This is an optimization exercise on Yosys and OpenROAD, whose aim is small area, not a production implementation. Only simulation tests tie the RTL to the original design; equivalence was not proved. Power figures rest on the tool's default switching activity, not on a simulated workload.

// seqTop
module seqTop #(
	parameter logic [seqPkg::ADDR_W-1:0] START_ADDR_RESET = 16'hFFFF
) (
	input  logic              wClk_i,
	input  logic              rst_i,
	input  logic [seqPkg::ADDR_W-1:0] startAddr_i,
	input  logic              startTrig_i,
	input  logic              stopTrig_i,
	input  logic              lineTrig_i,
	input  logic              pmt_i,
	input  logic [seqPkg::DATA_W-1:0] memRdData_i,
	output logic              busy_o,
	output logic [seqPkg::ADDR_W-1:0] memAddr_o,
	output logic [seqPkg::DATA_W-1:0] memWrData_o,
	output logic              memWe_o,
	output logic [7:0]        shutter_o
);
Size: ~1400 cells after synthesis, about 110 I/O pins.
export LEC_CHECK = 0
export CAP_MARGIN = 20
export CORE_MARGIN = 2
export CORE_UTILIZATION = 55
export SLEW_MARGIN = 20
create_clock -name core_clock -period 8.0 [get_ports {wClk_i}]
standard.sh (not shown) runs the stock make flow with config.mk's settings and CLKGATE_MAP_FILE= SYNTH_SCRIPT=/design/flow/synth_recipe.tcl, a recipe that flattens the netlist after the stock synthesis.
==> flow/flow/run.sh <==
#!/bin/bash
# Own layout flow: the standard ORFS flow (standard.sh) with
#  - Yosys's ABC mapping run with flow/area.abc instead of ORFS's speed script
#    (registers are mapped before ABC runs, so they are the standard synthesis's),
#  - sky130_fd_sc_hd__buf_1 as the port buffer,
#  - CTS without dummy loads, with clkbuf_8 below a clkbuf_16 root.
# Each step's full output is in orfs/logs/; make's output is in flow.log.
set -euo pipefail
HERE=$PWD
export MY_ABC_SCRIPT=$HERE/flow/area.abc
{
	cat <<'EOT'
proc abc {args} {
	set i [lsearch $args -script]
	if {$i >= 0} { lset args [expr {$i + 1}] $::env(MY_ABC_SCRIPT) }
	yosys abc {*}$args
}
EOT
	cat synth_recipe.tcl
} > my_synth.tcl
sed "s#SYNTH_SCRIPT=[^ ]*#SYNTH_SCRIPT=$HERE/my_synth.tcl#" standard.sh > my_standard.sh
export BUFFER_PORTS_ARGS="-buffer_cell sky130_fd_sc_hd__buf_1"
export CTS_ARGS="-sink_clustering_enable -repair_clock_nets -dont_use_dummy_load -root_buf sky130_fd_sc_hd__clkbuf_16 -buf_list sky130_fd_sc_hd__clkbuf_8"
bash my_standard.sh > flow.log 2>&1
==> flow/flow/area.abc <==
strash
&get -n
&fraig -x
&put
scorr
dc2
balance
rewrite
refactor
balance
rewrite
rewrite -z
balance
refactor -z
rewrite -z
balance
strash
&get -n
&dch -f
&nf -p -R 1000
&put
buffer -c
topo
stime -c
upsize -c
dnsize -c
Rerun with:
--- a/flow/flow/run.sh
+++ b/flow/flow/run.sh
@@ -5,3 +5,3 @@
 #  - sky130_fd_sc_hd__buf_1 as the port buffer,
-#  - CTS without dummy loads, with clkbuf_8 below a clkbuf_16 root.
+#  - CTS without dummy loads, with clkbuf_4 or clkbuf_8 below a clkbuf_16 root.
 # Each step's full output is in orfs/logs/; make's output is in flow.log.
@@ -22,3 +22,3 @@
 export BUFFER_PORTS_ARGS="-buffer_cell sky130_fd_sc_hd__buf_1"
-export CTS_ARGS="-sink_clustering_enable -repair_clock_nets -dont_use_dummy_load -root_buf sky130_fd_sc_hd__clkbuf_16 -buf_list sky130_fd_sc_hd__clkbuf_8"
+export CTS_ARGS="-sink_clustering_enable -repair_clock_nets -dont_use_dummy_load -root_buf sky130_fd_sc_hd__clkbuf_16 -buf_list \"sky130_fd_sc_hd__clkbuf_4 sky130_fd_sc_hd__clkbuf_8\""
 bash my_standard.sh > flow.log 2>&1
--- a/flow/config.mk
+++ b/flow/config.mk
@@ -9,3 +9,3 @@
 export CORE_MARGIN = 2
-export CORE_UTILIZATION = 55
+export CORE_UTILIZATION = 40
 export SLEW_MARGIN = 20
Result: The changed run finished with timing, DRC and antenna clean; design area rose by 0.86%; setup slack improved by 38 ps; die area goes up by 36%; final cell count rises by 6.0%; total power goes up by 1.4%; non-clock buffer count is lower by 3; register-to-register slack improves by 40 ps; critical path depth rose by 2; synthesized area does not change.
Rerun with:
--- a/flow/flow/run.sh
+++ b/flow/flow/run.sh
@@ -5,3 +5,3 @@
 #  - sky130_fd_sc_hd__buf_1 as the port buffer,
-#  - CTS without dummy loads, with clkbuf_4 or clkbuf_8 below a clkbuf_16 root.
+#  - CTS without dummy loads, with clkbuf_8 below a clkbuf_16 root.
 # Each step's full output is in orfs/logs/; make's output is in flow.log.
@@ -22,3 +22,3 @@
 export BUFFER_PORTS_ARGS="-buffer_cell sky130_fd_sc_hd__buf_1"
-export CTS_ARGS="-sink_clustering_enable -repair_clock_nets -dont_use_dummy_load -root_buf sky130_fd_sc_hd__clkbuf_16 -buf_list \"sky130_fd_sc_hd__clkbuf_4 sky130_fd_sc_hd__clkbuf_8\""
+export CTS_ARGS="-sink_clustering_enable -repair_clock_nets -dont_use_dummy_load -root_buf sky130_fd_sc_hd__clkbuf_16 -buf_list sky130_fd_sc_hd__clkbuf_8"
 bash my_standard.sh > flow.log 2>&1
--- a/flow/flow/area.abc
+++ b/flow/flow/area.abc
@@ -24,3 +24,2 @@
 stime -c
-upsize -c
 dnsize -c
What happened: The changed run ran to the end with no violations. Via count came out higher by 0.35%. Global-route usage is about the same. Total power decreases by 0.43%. Sequential power hardly moves. Wire length went down by 0.36%. Critical path depth stays the same. Sequential share of layout area is lower by 0.10 points. Fmax came out higher by 0.39%. Clock-buffer cell count does not change. Register-to-register slack gets better by 30 ps. Design area went up by 0.40%.
Rerun with:
--- a/flow/flow/area.abc
+++ b/flow/flow/area.abc
@@ -24,2 +24,3 @@
 stime -c
+upsize -c
 dnsize -c
The changed run finished with timing, DRC and antenna clean.
Fmax falls slightly.
Worst hold slack barely changes.
Area after synthesis grows slightly.
Core utilization drops by 0.30 points.
Clock skew goes down by 15 ps.
Setup slack is worse by 29 ps.
Clock-buffer cell count is unchanged.
Via count drops slightly.
Clock power goes up slightly.
Critical path depth is unchanged.

---

Another version of the RTL of seqTop (not shown whole).
Size: roughly 1600 cells after synthesis, about 150 flip-flops, roughly 12000 um2 of cells after synthesis.
export LEC_CHECK = 0
export CAP_MARGIN = 20
export CORE_MARGIN = 2
export CORE_UTILIZATION = 65
export SLEW_MARGIN = 20
create_clock -name core_clock -period 8.0 [get_ports {wClk_i}]
==> flow/flow/run.sh <==
#!/bin/bash
# Own layout flow: the standard ORFS flow (standard.sh) with
#  - Yosys's ABC mapping run with flow/area.abc instead of ORFS's speed script
#    (registers are mapped before ABC runs, so they are the standard synthesis's),
#  - sky130_fd_sc_hd__buf_1 as the port buffer,
#  - CTS without dummy loads, with clkbuf_8 below a clkbuf_16 root.
# Each step's full output is in orfs/logs/; make's output is in flow.log.
set -euo pipefail
HERE=$PWD
export MY_ABC_SCRIPT=$HERE/flow/area.abc
{
	cat <<'EOT'
proc abc {args} {
	set i [lsearch $args -script]
	if {$i >= 0} { lset args [expr {$i + 1}] $::env(MY_ABC_SCRIPT) }
	yosys abc {*}$args
}
EOT
	cat synth_recipe.tcl
} > my_synth.tcl
sed "s#SYNTH_SCRIPT=[^ ]*#SYNTH_SCRIPT=$HERE/my_synth.tcl#" standard.sh > my_standard.sh
export BUFFER_PORTS_ARGS="-buffer_cell sky130_fd_sc_hd__buf_1"
export CTS_ARGS="-sink_clustering_enable -repair_clock_nets -dont_use_dummy_load -root_buf sky130_fd_sc_hd__clkbuf_16 -buf_list sky130_fd_sc_hd__clkbuf_8"
bash my_standard.sh > flow.log 2>&1
==> flow/flow/area.abc <==
strash
&get -n
&fraig -x
&put
scorr
dc2
balance
rewrite
refactor
balance
rewrite
rewrite -z
balance
refactor -z
rewrite -z
balance
strash
&get -n
&dch -f
&nf -p -R 1000
&put
buffer -c
topo
stime -c
upsize -c
dnsize -c
The starting point completed without violations.
Then changed:
--- a/flow/flow/run.sh
+++ b/flow/flow/run.sh
@@ -5,3 +5,4 @@
 #  - sky130_fd_sc_hd__buf_1 as the port buffer,
-#  - CTS without dummy loads, with clkbuf_8 below a clkbuf_16 root.
+#  - CTS without dummy loads, with clkbuf_8 below a clkbuf_16 root,
+#  - timing-driven global placement that does not keep its resizer changes.
 # Each step's full output is in orfs/logs/; make's output is in flow.log.
@@ -23,2 +24,3 @@
 export CTS_ARGS="-sink_clustering_enable -repair_clock_nets -dont_use_dummy_load -root_buf sky130_fd_sc_hd__clkbuf_16 -buf_list sky130_fd_sc_hd__clkbuf_8"
+export GPL_KEEP_OVERFLOW=0
 bash my_standard.sh > flow.log 2>&1
- CORE_UTILIZATION: 65 -> 40
Outcome: The changed run passed the timing, DRC and antenna checks. Via count goes down by about 2%. Worst setup slack gets worse by 55 ps. Hold slack degrades by 22 ps. Utilization is lower by 26 points. Sequential power barely changes. Clock power went up by about 3%. First-iteration DRC count is lower by about 20%. Power climbs by about 0.8%.

-- re-timing with driven ports --
The flow's constraints put no driver on any port. The routed layouts listed below were extracted and timed again, unchanged, in two steps.
Step 1 sets driving cells, clkbuf_16 on the clock port and buf_2 on the other inputs (assumed; they add their load-dependent delay and slew).
Step 2, shift: input delay + t, output delay - t, t = (earliest + latest rising clock arrival at the registers) / 2. This alone moves slack from input paths to output paths.
Slacks: ideal ports / drivers / drivers and shift; pairs: ideal ports / drivers.
run | t (ns) | slack for setup (ns) | slew at the worst register clock pin (ns) | pins driven straight from the clock port
the first run of note 1 | 0.425 | 0.572 / 0.572 / 0.171 | 0.09 / 0.09 | 1
the second run of note 1 | 0.436 | 0.610 / 0.610 / 0.213 | 0.09 / 0.09 | 1
the third run of note 1 | 0.433 | 0.638 / 0.638 / 0.309 | 0.11 / 0.11 | 1
the fourth run of note 1 | 0.436 | 0.610 / 0.610 / 0.213 | 0.09 / 0.09 | 1
the first run of note 2 | 0.419 | 0.295 / 0.321 / -0.098 | 0.10 / 0.10 | 1
the second run of note 2 | 0.446 | 0.240 / 0.240 / -0.104 | 0.10 / 0.10 | 1
With both steps, setup timing fails in the first run of note 2 and the second run of note 2, where it was met with ideal ports. The setup slack of the first run of note 1, which loses most, moves by 0.000 ns with the drivers and by -0.401 ns with both steps.
